Source: an optimization exercise on an open RTL-to-GDS flow (aim: small area, a short achievable clock period and few clock cycles). Production flows keep margins and buffers that such runs may drop. In this exercise RTL edits were held to simulation tests only and were not proved equivalent to the original. Power is estimated from default activity; no workload was simulated.

===== flow/run.sh =====
#!/bin/bash
# synth_recipe.tcl (not shown) runs the flow's synth.tcl, then flattens the netlist and writes it again
# the make line also repeats each setting of config.mk as NAME=value (left out here)
make -C /OpenROAD-flow-scripts/flow DESIGN_CONFIG=/design/flow/config.mk WORK_HOME=/design/flow/orfs CLKGATE_MAP_FILE= SYNTH_SCRIPT=/design/flow/synth_recipe.tcl finish

===== flow/config.mk =====
export PLATFORM = sky130hd
export DESIGN_NAME = hart
export DESIGN_NICKNAME = hart
export VERILOG_FILES = /design/flow/design.v
export SDC_FILE = /design/flow/constraint.sdc
export NUM_CORES = 4
export LEC_CHECK = 0
export CAP_MARGIN = 20
export CORE_MARGIN = 2
export CORE_UTILIZATION = 40
export SLEW_MARGIN = 20

===== flow/constraint.sdc =====
create_clock -name core_clock -period 6.0 [get_ports {i_clk}]
set_input_delay 1.2000 -clock core_clock [delete_from_list [all_inputs] [get_ports {i_clk}]]
set_output_delay 1.2000 -clock core_clock [all_outputs]
set_load 0.01 [all_outputs]

===== flow/design.v =====
package hart_pkg;
    typedef logic [32-1:0] word_t;
    typedef logic [4:0] reg_addr_t;
    typedef enum logic [6:0] {
        OP_LUI    = 7'b0110111,
        OP_AUIPC  = 7'b0010111,
        OP_IMM    = 7'b0010011,
        OP_REG    = 7'b0110011,
        OP_LOAD   = 7'b0000011,
        OP_STORE  = 7'b0100011,
        OP_SYSTEM = 7'b1110011
    } opcode_t;
    localparam word_t EBREAK_INST = 32'h0010_0073;
    typedef enum logic [3:0] {
        ALU_ADD, ALU_SUB, ALU_SLL, ALU_SLT, ALU_SLTU, ALU_XOR,
        ALU_SRL, ALU_SRA, ALU_OR, ALU_AND, ALU_PASS_B
    } alu_op_t;
    typedef enum logic [1:0] {
        FWD_NONE,
        FWD_EX_MEM,
        FWD_MEM_WB
    } fwd_sel_t;
    typedef struct packed {
        alu_op_t alu_op;
        logic    use_imm;
        logic    use_pc;
        logic    mem_read;
        logic    mem_write;
        logic    rd_wen;
        logic    trap;
        logic    halt;
    } ctrl_t;
    typedef struct packed {
        word_t     inst;
        word_t     pc;
        word_t     next_pc;
        reg_addr_t rs1_raddr;
        reg_addr_t rs2_raddr;
        word_t     rs1_rdata;
        word_t     rs2_rdata;
        reg_addr_t rd_waddr;
        word_t     rd_wdata;
        logic      trap;
        logic      halt;
    } retire_t;
    typedef struct packed {
        ctrl_t     ctrl;
        word_t     inst;
        word_t     pc;
        reg_addr_t rs1_raddr;
        reg_addr_t rs2_raddr;
        word_t     rs1_rdata;
        word_t     rs2_rdata;
        reg_addr_t rd_waddr;
        word_t     imm;
        fwd_sel_t  fwd_rs1;
        fwd_sel_t  fwd_rs2;
    } de_ex_t;
    typedef struct packed {
        retire_t retire;
        logic    mem_read;
        logic    mem_write;
        logic    rd_wen;
        word_t   result;
        word_t   store_data;
    } ex_mem_t;
    typedef retire_t mem_wb_t;
endpackage
`timescale 1ns/10ps
module stage_reg #(
    parameter int WIDTH = 1
) (
    input  logic     i_clk,
    input  logic     i_rst_n,
    input  logic     i_valid,
    input  logic [WIDTH-1:0] i_data,
    output logic     o_valid,
    output logic [WIDTH-1:0] o_data
);
    always_ff @(posedge i_clk) begin
        if (!i_rst_n) begin
            o_valid <= 1'b0;
        end else begin
            o_valid <= i_valid;
        end
    end
    always_ff @(posedge i_clk) begin
        o_data <= i_data;
    end
endmodule
`timescale 1ns/10ps
module fetch #(
    parameter logic [32-1:0] RESET_ADDR = 32'h0000_0000
) (
    input  logic  i_clk,
    input  logic  i_rst_n,
    input  logic  i_hold,
    input  logic  i_halt,
    input  hart_pkg::word_t i_imem_rdata,
    output hart_pkg::word_t o_imem_raddr,
    output logic  o_valid,
    output hart_pkg::word_t o_inst,
    output hart_pkg::word_t o_pc
);
    hart_pkg::word_t pc;
    logic  halted;
    assign o_imem_raddr = pc;
    always_ff @(posedge i_clk) begin
        if (!i_rst_n) begin
            pc      <= RESET_ADDR;
            o_valid <= 1'b0;
            halted  <= 1'b0;
        end else if (i_halt || halted) begin
            halted  <= 1'b1;
            o_valid <= 1'b0;
        end else if (!i_hold) begin
            pc      <= pc + 32'(4);
            o_valid <= 1'b1;
        end
    end
    always_ff @(posedge i_clk) begin
        if (!i_hold) begin
            o_inst <= i_imem_rdata;
            o_pc   <= pc;
        end
    end
endmodule
`timescale 1ns/10ps
module decode (
    input  logic      i_valid,
    input  hart_pkg::word_t     i_inst,
    input  hart_pkg::word_t     i_pc,
    input  hart_pkg::word_t     i_rs1_rdata,
    input  hart_pkg::word_t     i_rs2_rdata,
    input  logic      i_ex_load,
    input  hart_pkg::reg_addr_t i_ex_rd,
    input  hart_pkg::reg_addr_t i_ex_mem_rd,
    input  logic      i_ex_mem_rd_wen,
    input  hart_pkg::reg_addr_t i_mem_wb_rd,
    input  logic      i_mem_wb_rd_wen,
    output hart_pkg::reg_addr_t o_rs1_raddr,
    output hart_pkg::reg_addr_t o_rs2_raddr,
    output hart_pkg::de_ex_t    o_de_ex,
    output logic      o_de_ex_valid,
    output logic      o_hold,
    output logic      o_halt
);
    logic [2:0] f3;
    logic [6:0] f7;
    logic       alt;
    hart_pkg::alu_op_t    f3_op;
    hart_pkg::ctrl_t      ctrl;
    hart_pkg::word_t      imm;
    logic       rs1_used;
    logic       rs2_used;
    hart_pkg::fwd_sel_t fwd_rs1;
    hart_pkg::fwd_sel_t fwd_rs2;
    assign f3 = i_inst[14:12];
    assign f7 = i_inst[31:25];
    assign alt = i_inst[30] && (i_inst[6:0] == hart_pkg::OP_REG || f3 == 3'b101);
    always_comb begin
        case (f3)
            3'b000:  f3_op = alt ? hart_pkg::ALU_SUB : hart_pkg::ALU_ADD;
            3'b001:  f3_op = hart_pkg::ALU_SLL;
            3'b010:  f3_op = hart_pkg::ALU_SLT;
            3'b011:  f3_op = hart_pkg::ALU_SLTU;
            3'b100:  f3_op = hart_pkg::ALU_XOR;
            3'b101:  f3_op = alt ? hart_pkg::ALU_SRA : hart_pkg::ALU_SRL;
            3'b110:  f3_op = hart_pkg::ALU_OR;
            default: f3_op = hart_pkg::ALU_AND;
        endcase
    end
    always_comb begin
        ctrl        = '0;
        ctrl.alu_op = hart_pkg::ALU_ADD;
        imm         = {{20{i_inst[31]}}, i_inst[31:20]};
        rs1_used    = 1'b0;
        rs2_used    = 1'b0;
        case (i_inst[6:0])
            hart_pkg::OP_LUI, hart_pkg::OP_AUIPC: begin
                ctrl.alu_op  = (i_inst[6:0] == hart_pkg::OP_LUI) ? hart_pkg::ALU_PASS_B : hart_pkg::ALU_ADD;
                ctrl.use_pc  = (i_inst[6:0] == hart_pkg::OP_AUIPC);
                ctrl.use_imm = 1'b1;
                ctrl.rd_wen  = 1'b1;
                imm          = {i_inst[31:12], 12'b0};
            end
            hart_pkg::OP_IMM: begin
                ctrl.alu_op  = f3_op;
                ctrl.use_imm = 1'b1;
                ctrl.rd_wen  = 1'b1;
                rs1_used     = 1'b1;
                ctrl.trap    = (f3 == 3'b001 && f7 != 7'b0) ||
                               (f3 == 3'b101 && f7 != 7'b0 && f7 != 7'b0100000);
            end
            hart_pkg::OP_REG: begin
                ctrl.alu_op = f3_op;
                ctrl.rd_wen = 1'b1;
                rs1_used    = 1'b1;
                rs2_used    = 1'b1;
                ctrl.trap   = f7 != 7'b0 &&
                              !(f7 == 7'b0100000 && (f3 == 3'b000 || f3 == 3'b101));
            end
            hart_pkg::OP_LOAD: begin
                ctrl.use_imm  = 1'b1;
                ctrl.mem_read = 1'b1;
                ctrl.rd_wen   = 1'b1;
                rs1_used      = 1'b1;
                ctrl.trap     = f3 != 3'b010;
            end
            hart_pkg::OP_STORE: begin
                ctrl.use_imm   = 1'b1;
                ctrl.mem_write = 1'b1;
                rs1_used       = 1'b1;
                rs2_used       = 1'b1;
                imm            = {{20{i_inst[31]}}, i_inst[31:25], i_inst[11:7]};
                ctrl.trap      = f3 != 3'b010;
            end
            hart_pkg::OP_SYSTEM: begin
                ctrl.halt = (i_inst == hart_pkg::EBREAK_INST);
                ctrl.trap = !ctrl.halt;
            end
            default: ctrl.trap = 1'b1;
        endcase
        if (ctrl.trap) begin
            ctrl.rd_wen    = 1'b0;
            ctrl.mem_read  = 1'b0;
            ctrl.mem_write = 1'b0;
            rs1_used       = 1'b0;
            rs2_used       = 1'b0;
        end
    end
    assign o_rs1_raddr = rs1_used ? i_inst[19:15] : '0;
    assign o_rs2_raddr = rs2_used ? i_inst[24:20] : '0;
    assign fwd_rs1 = (o_rs1_raddr != '0 && i_ex_mem_rd_wen && o_rs1_raddr == i_ex_mem_rd) ? hart_pkg::FWD_EX_MEM :
                     (o_rs1_raddr != '0 && i_mem_wb_rd_wen && o_rs1_raddr == i_mem_wb_rd) ? hart_pkg::FWD_MEM_WB :
                                                                                         hart_pkg::FWD_NONE;
    assign fwd_rs2 = (o_rs2_raddr != '0 && i_ex_mem_rd_wen && o_rs2_raddr == i_ex_mem_rd) ? hart_pkg::FWD_EX_MEM :
                     (o_rs2_raddr != '0 && i_mem_wb_rd_wen && o_rs2_raddr == i_mem_wb_rd) ? hart_pkg::FWD_MEM_WB :
                                                                                         hart_pkg::FWD_NONE;
    assign o_hold = i_valid && i_ex_load && i_ex_rd != '0 &&
                    (o_rs1_raddr == i_ex_rd || o_rs2_raddr == i_ex_rd);
    assign o_halt        = i_valid && ctrl.halt;
    assign o_de_ex_valid = i_valid && !o_hold;
    always_comb begin
        o_de_ex.ctrl      = ctrl;
        o_de_ex.inst      = i_inst;
        o_de_ex.pc        = i_pc;
        o_de_ex.rs1_raddr = o_rs1_raddr;
        o_de_ex.rs2_raddr = o_rs2_raddr;
        o_de_ex.rs1_rdata = i_rs1_rdata;
        o_de_ex.rs2_rdata = i_rs2_rdata;
        o_de_ex.rd_waddr  = i_inst[11:7];
        o_de_ex.imm       = imm;
        o_de_ex.fwd_rs1   = fwd_rs1;
        o_de_ex.fwd_rs2   = fwd_rs2;
    end
endmodule
`timescale 1ns/10ps
module regfile (
    input  logic      i_clk,
    input  hart_pkg::reg_addr_t i_rs1_raddr,
    input  hart_pkg::reg_addr_t i_rs2_raddr,
    input  logic      i_rd_wen,
    input  hart_pkg::reg_addr_t i_rd_waddr,
    input  hart_pkg::word_t     i_rd_wdata,
    output hart_pkg::word_t     o_rs1_rdata,
    output hart_pkg::word_t     o_rs2_rdata
);
    hart_pkg::word_t regs [32];
    always_ff @(posedge i_clk) begin
        if (i_rd_wen && i_rd_waddr != '0) begin
            regs[i_rd_waddr] <= i_rd_wdata;
        end
    end
    assign o_rs1_rdata = (i_rs1_raddr == '0) ? '0 :
                         (i_rd_wen && i_rd_waddr == i_rs1_raddr) ? i_rd_wdata :
                                                                   regs[i_rs1_raddr];
    assign o_rs2_rdata = (i_rs2_raddr == '0) ? '0 :
                         (i_rd_wen && i_rd_waddr == i_rs2_raddr) ? i_rd_wdata :
                                                                   regs[i_rs2_raddr];
endmodule
`timescale 1ns/10ps
module execute (
    input  hart_pkg::de_ex_t  i_de_ex,
    input  hart_pkg::word_t   i_ex_mem_result,
    input  hart_pkg::word_t   i_mem_wb_rd_wdata,
    output hart_pkg::ex_mem_t o_ex_mem
);
    hart_pkg::word_t rs1_val;
    hart_pkg::word_t rs2_val;
    hart_pkg::word_t src_a;
    hart_pkg::word_t src_b;
    hart_pkg::word_t result;
    logic  misaligned;
    logic  trap;
    assign rs1_val = (i_de_ex.fwd_rs1 == hart_pkg::FWD_EX_MEM) ? i_ex_mem_result :
                     (i_de_ex.fwd_rs1 == hart_pkg::FWD_MEM_WB) ? i_mem_wb_rd_wdata :
                                                                 i_de_ex.rs1_rdata;
    assign rs2_val = (i_de_ex.fwd_rs2 == hart_pkg::FWD_EX_MEM) ? i_ex_mem_result :
                     (i_de_ex.fwd_rs2 == hart_pkg::FWD_MEM_WB) ? i_mem_wb_rd_wdata :
                                                                 i_de_ex.rs2_rdata;
    assign src_a   = i_de_ex.ctrl.use_pc ? i_de_ex.pc : rs1_val;
    assign src_b   = i_de_ex.ctrl.use_imm ? i_de_ex.imm : rs2_val;
    always_comb begin
        case (i_de_ex.ctrl.alu_op)
            hart_pkg::ALU_SUB:    result = src_a - src_b;
            hart_pkg::ALU_SLL:    result = src_a << src_b[4:0];
            hart_pkg::ALU_SLT:    result = 32'($signed(src_a) < $signed(src_b));
            hart_pkg::ALU_SLTU:   result = 32'(src_a < src_b);
            hart_pkg::ALU_XOR:    result = src_a ^ src_b;
            hart_pkg::ALU_SRL:    result = src_a >> src_b[4:0];
            hart_pkg::ALU_SRA:    result = 32'($signed(src_a) >>> src_b[4:0]);
            hart_pkg::ALU_OR:     result = src_a | src_b;
            hart_pkg::ALU_AND:    result = src_a & src_b;
            hart_pkg::ALU_PASS_B: result = src_b;
            default:    result = src_a + src_b;
        endcase
    end
    assign misaligned = (i_de_ex.ctrl.mem_read || i_de_ex.ctrl.mem_write) &&
                        result[1:0] != 2'b00;
    assign trap       = i_de_ex.ctrl.trap || misaligned;
    always_comb begin
        o_ex_mem.retire.inst      = i_de_ex.inst;
        o_ex_mem.retire.pc        = i_de_ex.pc;
        o_ex_mem.retire.next_pc   = i_de_ex.pc + 32'(4);
        o_ex_mem.retire.rs1_raddr = i_de_ex.rs1_raddr;
        o_ex_mem.retire.rs2_raddr = i_de_ex.rs2_raddr;
        o_ex_mem.retire.rs1_rdata = rs1_val;
        o_ex_mem.retire.rs2_rdata = rs2_val;
        o_ex_mem.retire.rd_waddr  = i_de_ex.rd_waddr;
        o_ex_mem.retire.rd_wdata  = result;
        o_ex_mem.retire.trap      = trap;
        o_ex_mem.retire.halt      = i_de_ex.ctrl.halt;
        o_ex_mem.mem_read         = i_de_ex.ctrl.mem_read && !misaligned;
        o_ex_mem.mem_write        = i_de_ex.ctrl.mem_write && !misaligned;
        o_ex_mem.rd_wen           = i_de_ex.ctrl.rd_wen && !misaligned;
        o_ex_mem.result           = result;
        o_ex_mem.store_data       = rs2_val;
    end
endmodule
`timescale 1ns/10ps
module mem_access (
    input  hart_pkg::ex_mem_t i_ex_mem,
    input  logic    i_valid,
    input  hart_pkg::word_t   i_dmem_rdata,
    output hart_pkg::word_t   o_dmem_addr,
    output logic    o_dmem_ren,
    output logic    o_dmem_wen,
    output hart_pkg::word_t   o_dmem_wdata,
    output hart_pkg::mem_wb_t o_mem_wb
);
    assign o_dmem_addr  = i_ex_mem.result;
    assign o_dmem_wdata = i_ex_mem.store_data;
    assign o_dmem_ren = i_valid && i_ex_mem.mem_read;
    assign o_dmem_wen = i_valid && i_ex_mem.mem_write;
    always_comb begin
        o_mem_wb = i_ex_mem.retire;
        if (!i_ex_mem.rd_wen) begin
            o_mem_wb.rd_waddr = '0;
            o_mem_wb.rd_wdata = '0;
        end else if (i_ex_mem.mem_read) begin
            o_mem_wb.rd_wdata = i_dmem_rdata;
        end else begin
            o_mem_wb.rd_wdata = i_ex_mem.result;
        end
    end
endmodule
`timescale 1ns/10ps
module hart #(
    parameter logic [32-1:0] RESET_ADDR = 32'h0000_0000
) (
    input  logic      i_clk,
    input  logic      i_rst_n,
    output hart_pkg::word_t     o_imem_raddr,
    input  hart_pkg::word_t     i_imem_rdata,
    output hart_pkg::word_t     o_dmem_addr,
    output logic      o_dmem_ren,
    output logic      o_dmem_wen,
    output hart_pkg::word_t     o_dmem_wdata,
    input  hart_pkg::word_t     i_dmem_rdata,
    output logic      o_retire_valid,
    output hart_pkg::word_t     o_retire_inst,
    output logic      o_retire_trap,
    output logic      o_retire_halt,
    output hart_pkg::reg_addr_t o_retire_rs1_raddr,
    output hart_pkg::reg_addr_t o_retire_rs2_raddr,
    output hart_pkg::word_t     o_retire_rs1_rdata,
    output hart_pkg::word_t     o_retire_rs2_rdata,
    output hart_pkg::reg_addr_t o_retire_rd_waddr,
    output hart_pkg::word_t     o_retire_rd_wdata,
    output hart_pkg::word_t     o_retire_pc,
    output hart_pkg::word_t     o_retire_next_pc
);
    logic      fe_valid;
    hart_pkg::word_t     fe_inst;
    hart_pkg::word_t     fe_pc;
    logic      de_hold;
    logic      de_halt;
    hart_pkg::reg_addr_t rs1_raddr;
    hart_pkg::reg_addr_t rs2_raddr;
    hart_pkg::word_t     rs1_rdata;
    hart_pkg::word_t     rs2_rdata;
    hart_pkg::de_ex_t    de_ex_d;
    hart_pkg::de_ex_t    de_ex_q;
    logic      de_ex_valid_d;
    logic      de_ex_valid_q;
    hart_pkg::ex_mem_t   ex_mem_d;
    hart_pkg::ex_mem_t   ex_mem_q;
    logic      ex_mem_valid;
    hart_pkg::mem_wb_t   mem_wb_d;
    hart_pkg::mem_wb_t   mem_wb_q;
    logic      mem_wb_valid;
    fetch #(.RESET_ADDR(RESET_ADDR)) fetch_i (
        .i_clk(i_clk), .i_rst_n(i_rst_n), .i_hold(de_hold), .i_halt(de_halt),
        .i_imem_rdata(i_imem_rdata), .o_imem_raddr(o_imem_raddr),
        .o_valid(fe_valid), .o_inst(fe_inst), .o_pc(fe_pc)
    );
    decode decode_i (
        .i_valid(fe_valid), .i_inst(fe_inst), .i_pc(fe_pc),
        .i_rs1_rdata(rs1_rdata), .i_rs2_rdata(rs2_rdata),
        .i_ex_load(de_ex_valid_q & de_ex_q.ctrl.mem_read), .i_ex_rd(de_ex_q.rd_waddr),
        .i_ex_mem_rd(ex_mem_d.retire.rd_waddr),
        .i_ex_mem_rd_wen(de_ex_valid_q & ex_mem_d.rd_wen),
        .i_mem_wb_rd(mem_wb_d.rd_waddr), .i_mem_wb_rd_wen(ex_mem_valid),
        .o_rs1_raddr(rs1_raddr), .o_rs2_raddr(rs2_raddr), .o_de_ex(de_ex_d),
        .o_de_ex_valid(de_ex_valid_d), .o_hold(de_hold), .o_halt(de_halt)
    );
    regfile regfile_i (
        .i_clk(i_clk), .i_rs1_raddr(rs1_raddr), .i_rs2_raddr(rs2_raddr),
        .i_rd_wen(mem_wb_valid), .i_rd_waddr(mem_wb_q.rd_waddr),
        .i_rd_wdata(mem_wb_q.rd_wdata),
        .o_rs1_rdata(rs1_rdata), .o_rs2_rdata(rs2_rdata)
    );
    stage_reg #(.WIDTH($bits(de_ex_d))) de_ex_reg_i (
        .i_clk(i_clk), .i_rst_n(i_rst_n), .i_valid(de_ex_valid_d), .i_data(de_ex_d),
        .o_valid(de_ex_valid_q), .o_data(de_ex_q)
    );
    execute execute_i (
        .i_de_ex(de_ex_q), .i_ex_mem_result(ex_mem_q.result),
        .i_mem_wb_rd_wdata(mem_wb_q.rd_wdata), .o_ex_mem(ex_mem_d)
    );
    stage_reg #(.WIDTH($bits(ex_mem_d))) ex_mem_reg_i (
        .i_clk(i_clk), .i_rst_n(i_rst_n), .i_valid(de_ex_valid_q), .i_data(ex_mem_d),
        .o_valid(ex_mem_valid), .o_data(ex_mem_q)
    );
    mem_access mem_access_i (
        .i_ex_mem(ex_mem_q), .i_valid(ex_mem_valid), .i_dmem_rdata(i_dmem_rdata),
        .o_dmem_addr(o_dmem_addr), .o_dmem_ren(o_dmem_ren), .o_dmem_wen(o_dmem_wen),
        .o_dmem_wdata(o_dmem_wdata), .o_mem_wb(mem_wb_d)
    );
    stage_reg #(.WIDTH($bits(mem_wb_d))) mem_wb_reg_i (
        .i_clk(i_clk), .i_rst_n(i_rst_n), .i_valid(ex_mem_valid), .i_data(mem_wb_d),
        .o_valid(mem_wb_valid), .o_data(mem_wb_q)
    );
    assign o_retire_valid     = mem_wb_valid;
    assign o_retire_inst      = mem_wb_q.inst;
    assign o_retire_trap      = mem_wb_q.trap;
    assign o_retire_halt      = mem_wb_q.halt;
    assign o_retire_rs1_raddr = mem_wb_q.rs1_raddr;
    assign o_retire_rs2_raddr = mem_wb_q.rs2_raddr;
    assign o_retire_rs1_rdata = mem_wb_q.rs1_rdata;
    assign o_retire_rs2_rdata = mem_wb_q.rs2_rdata;
    assign o_retire_rd_waddr  = mem_wb_q.rd_waddr;
    assign o_retire_rd_wdata  = mem_wb_q.rd_wdata;
    assign o_retire_pc        = mem_wb_q.pc;
    assign o_retire_next_pc   = mem_wb_q.next_pc;
endmodule

==> results_tabular.tex <==
\begin{tabular}{lr}
\hline
Metric & Value \\
\hline
\multicolumn{2}{l}{\textbf{Hold path}} \\
\quad Class of the worst hold path & reg2reg \\
\quad Worst min-delay path startpoint & de\_ex\_reg\_i.o\_data[163] \\
\quad Worst hold path endpoint & ex\_mem\_reg\_i.o\_data[260] \\
\quad Min-Delay Path Depth & 0 \\
\multicolumn{2}{l}{\textbf{Cells and area}} \\
\quad Area growth from synthesis to layout & 18.3\% \\
\quad Util after Layout & 0.477 \\
\quad Leading cell type in the layout, fill and taps excluded & edfxtp\_1 \\
\quad Share of cells above drive strength 1 & 0.114 \\
\quad Filler cell count & about 17000 \\
\quad Total Nets Final & about 7400 \\
\quad Commonest cells after routing, fill and taps aside & edfxtp\_1 (1086), nand2\_1 (961), dfxtp\_1 (620) \\
\quad Number of non-filler instances in the completed layout & roughly 9900 \\
\multicolumn{2}{l}{\textbf{Logic synthesis}} \\
\quad Fraction of synthesized cell area taken by the top area cell type & 0.424 \\
\quad Leading register cell type out of synthesis & edfxtp\_1 \\
\quad Number of instances in the synthesized netlist & $\sim$7000 \\
\quad Area of the mapped netlist & 76900 µm² \\
\quad Share of synthesized flip-flops with an asynchronous set or reset & 0 \\
\quad Top cells by area in the synthesized netlist & edfxtp\_1 (42\%), dfxtp\_1 (16\%), nand2\_1 (4.7\%) \\
\quad Cell taking the most area after synthesis & edfxtp\_1 \\
\quad Number of synthesized register bits & 1711 \\
\quad Mapped Avg Cell Area & $\sim$11 µm² \\
\quad Number of distinct library cells after synthesis & 94 \\
\quad Post-synth EDFFs & 1086 \\
\quad Count of synthesis-stage warnings from yosys & 8 \\
\quad Sequential element share of the synthesized area & 0.587 \\
\multicolumn{2}{l}{\textbf{Critical path}} \\
\quad Worst EP arrival & $\sim$6.5 ns \\
\quad Depth of the worst register-to-register path & 18 \\
\quad Register-to-Register Setup Slack & 0.31 ns \\
\quad Setup crit end kind & register \\
\quad Biggest fanout along the worst timing path & 36 \\
\quad Endpoint required time on the critical path & slightly below 7 ns \\
\quad Worst reg2reg path startpoint & de\_ex\_reg\_i.o\_data[1] \\
\quad Endpoint of the most critical register-to-register path & de\_ex\_reg\_i.o\_data[3] \\
\quad Worst setup path category & reg2reg \\
\quad Startpoint types & register \\
\multicolumn{2}{l}{\textbf{Power}} \\
\quad Logic pwr share & 0.031 \\
\quad Part of the total power dissipated in sequential elements & 0.503 \\
\quad Switching pwr & between 0.005 and 0.006 W \\
\quad Leakage & between 30 and 40 nW \\
\quad Maximum resistive drop on vdd & around 0.26 mV \\
\quad Internal power & slightly below 0.02 W \\
\quad Part of the total power dissipated in the clock network & 0.466 \\
\quad Pwr Density & $\sim$270 nW/µm² \\
\quad Switching power share of the total & 0.223 \\
\multicolumn{2}{l}{\textbf{Routing}} \\
\quad Detailed Route WL & roughly 370000 µm \\
\quad Mean number of vias per cell & 6.58 \\
\quad DRC & 0 \\
\quad Detailed-router iteration count before antenna repair & 8 \\
\quad Avg WL per Cell & $\sim$38 µm \\
\quad Detailed-route via count & roughly 65000 \\
\quad Final ANT Viol Nets & 0 \\
\quad Detailed router's first-iteration violation count & approximately 9600 \\
\multicolumn{2}{l}{\textbf{Place}} \\
\quad Post-placement cell count & roughly 9600 \\
\quad Hpwl dp & about 250000 µm \\
\quad Routability-driven placement congestion ratio & 1.05 \\
\quad I/O Buffers & 367 \\
\multicolumn{2}{l}{\textbf{Clock tree}} \\
\quad Clock latency of the later-clocked register in the worst-skew pair & approximately 0.87 ns \\
\quad Post-CTS Setup Bufs & 0 \\
\quad Clock Sink Count & between 1500 and 2000 \\
\quad Cts bufs inserted & 180 \\
\quad Master cell of the clock root buffer & clkbuf\_16 \\
\quad Deepest clock path buffer count & 3 \\
\quad H-tree lvl count & 4 \\
\quad Total of cells resized after clock tree synthesis & 0 \\
\quad CTS tree & done \\
\quad Post-CTS clock slew at the launch and capture registers of the worst setup and hold paths & around 0.06 ns \\
\quad Cts-stage hold buffer count & 0 \\
\multicolumn{2}{l}{\textbf{Floorplanning}} \\
\quad Die Height & approximately 440 µm \\
\quad Core region area & 191000 µm² \\
\quad Initial core utilization & 0.404 \\
\quad Die W & around 440 µm \\
\quad Die Footprint & about 200000 µm² \\
\quad Number of top-level pins & 374 \\
\quad Number of cell rows & 160 \\
\multicolumn{2}{l}{\textbf{Timing}} \\
\quad Worst-case headroom to the max-slew limit & 0.178 \\
\quad Unrepaired setup endpoints after global routing & false \\
\quad Final worst-path cycle share & 0.949 \\
\quad Upper clock frequency limit & between 150 and 200 MHz \\
\quad Fin. Hold Viols & 0 \\
\quad Post-route setup TNS & 0 ns \\
\quad Max Transition Viols Final & 0 \\
\quad Setup violation total in the final timing report & 0 \\
\quad Final clock skew & $\sim$0.062 ns \\
\quad Transition time at the pin with the least slew margin & between 1 and 1.5 ns \\
\quad Clock period minus final worst setup slack & about 5.7 ns \\
\multicolumn{2}{l}{\textbf{Global route}} \\
\quad Number of antenna violations at the first check in global routing & 32 \\
\quad GR Util All Layers & 0.368 \\
\quad Total overflow reported by the global router & 0 \\
\quad Global-route wire length before repair & 505000 µm \\
\quad Maximum number of pins on one net before global-route repair & roughly 160 \\
\quad Number of global-route vias before repair & between 60000 and 70000 \\
\multicolumn{2}{l}{\textbf{Status}} \\
\quad Result of the run & timing/DRC/antenna clean \\
\multicolumn{2}{l}{\textbf{Flow run}} \\
\quad Max-capacitance violation count & 0 \\
\hline
\end{tabular}
-- logic make-up (layout without fill, tap and decap cells) --
| logic type | count (synthesis) | count (layout) | synth area share |
|---|---|---|---|
| muxes | 363 | 363 | 0.0492 |
| other | 1 | 50 | 0.0000487 |
| adders and majority gates | 101 | 101 | 0.0166 |
| xor gates and xnor gates | 90 | 90 | 0.0102 |
| and+or+nand+nor | 2074 | 2074 | 0.124 |
| DFF | 1711 | 1711 | 0.587 |
| buffers and inverters | 765 | 1192 | 0.0425 |
| AOI/OAI and AO/OA | 1847 | 1847 | 0.170 |
-- routing by layer --
metal	wire, µm	vias up	GRT usage
li1	-	27011	-
met1	132000	32307	0.436
met2	167000	4820	0.572
met3	39300	1192	0.0907
met4	36000	20	0.294
met5	187	-	0
-- worst max path at each step --
stage / startpoint / to / slack (ns) / depth (start not counted)
global route: de_ex_reg_i.o_data[3] / de_ex_reg_i.o_data[0] / 0.09 / 17
global placement: de_ex_reg_i.o_data[1] / de_ex_reg_i.o_data[0] / 0.47 / 18
CTS: de_ex_reg_i.o_data[1] / de_ex_reg_i.o_data[3] / 0.41 / 18
floorplan: de_ex_reg_i.o_data[1] / de_ex_reg_i.o_data[1] / 0.67 / 21
detailed placement: de_ex_reg_i.o_data[1] / de_ex_reg_i.o_data[0] / 0.43 / 18
finish: de_ex_reg_i.o_data[1] / de_ex_reg_i.o_data[3] / 0.31 / 18
-- per-stage QoR --
step	cell area, µm²	power, W	hold slack [ns]	setup WS [ns]
2_1_floorplan	77100	0.0132	0.310	0.668
3_3_place_gp	84500	0.0136	0.310	0.471
3_5_place_dp	84700	0.0136	0.312	0.429
4_1_cts	90900	0.0250	0.303	0.409
5_1_grt	91000	0.0256	0.321	0.0921
6_report	91000	0.0250	0.301	0.309
-- flip-flops by register name, indices dropped and copies added (netlist names) --
signal and count:
de_ex_reg_i.o_data 182, de_ex_reg_i.o_valid 1, ex_mem_reg_i.o_data 203, ex_mem_reg_i.o_valid 1, fetch_i.halted 1, fetch_i.o_inst 32, fetch_i.o_pc 30, fetch_i.o_valid 1
fetch_i.pc 30, mem_wb_reg_i.o_data 205, mem_wb_reg_i.o_valid 1, regfile_i.regs 1024
-- synth_stat cells (53+ instances only) --
cell	n
a21oi_1	388
o21ai_0	140
mux2_2	82
nor2b_1	58
a211oi_1	63
xnor2_1	60
nor3_1	53
and3_1	111
nand3_1	313
buf_2	67
clkbuf_1	410
inv_1	151
nand2_1	969
ha_1	99
a31oi_1	130
dfxtp_1	625
o221ai_1	395
edfxtp_1	1086
mux2i_1	272
o22ai_1	237
buf_4	72
nor4_1	78
nor2_1	284
-- power by group through the flow --
stage | combinational (W) | sequential, W | clock [W]
2_1_floorplan | 0.000394 | 0.0128 | 0
3_3_place_gp | 0.000749 | 0.0128 | 0
3_5_place_dp | 0.000746 | 0.0128 | 0
4_1_cts | 0.000751 | 0.0126 | 0.0117
5_1_grt | 0.000800 | 0.0126 | 0.0122
6_report | 0.000773 | 0.0126 | 0.0116
-- cell type report --
class / instances / area [µm²] / area share
flip-flops and latches: 1711 / 45100 / 0.496
multi-input cells: 4513 / 29200 / 0.321
repair buffers: 690 / 6690 / 0.0735
clock buffers: 263 / 5170 / 0.0568
well taps: 2511 / 3140 / 0.0345
clock inverters: 78 / 1000 / 0.0110
inverters: 161 / 644 / 0.00708
diodes: 12 / 30.0 / 0.000330
-- critical path, cell delays in order (launching register included) --
cell,delay [ns]
dfxtp_4,0.63
buf_12,0.31
mux2_2,0.38
o21ai_0,0.48
buf_4,0.22
nor2_1,0.04
a21oi_1,0.40
ha_1,0.43
o21ai_0,0.12
a21oi_1,0.09
o21a_1,0.17
or3b_2,0.52
and2_1,0.23
a211o_1,0.37
a21oi_1,0.49
a21o_1,0.24
o41a_1,0.17
buf_4,0.15
o211a_1,0.16
Testbench counts, summed over its fixed seeds: cycles 36,128.

==> port drivers added, routing unchanged <==
In the flow no input, the clock included, has a driving cell. The finished layout below was timed again as built, in two steps. Step 1, drivers: a clkbuf_16 drives i_clk and a buf_2 each remaining input, both assumed. Step 2 times the ports against the registers' clock, not the clock port: input delays grow and output delays shrink by t, the midpoint of the rising clock arrivals with the driver on. Slacks: ideal / step 1 / step 2; pairs: ideal / step 1.
shift t [ns]: 0.930
setup WS [ns]: 0.309 / 0.309 / 0.309
worst setup path after step 2: register to register
clock arrival spread, ns: 0.066 / 0.066
After both steps this run still meets setup and hold. For this run, drivers alone change the setup slack by 0.000 ns; drivers and shift together by 0.000 ns.
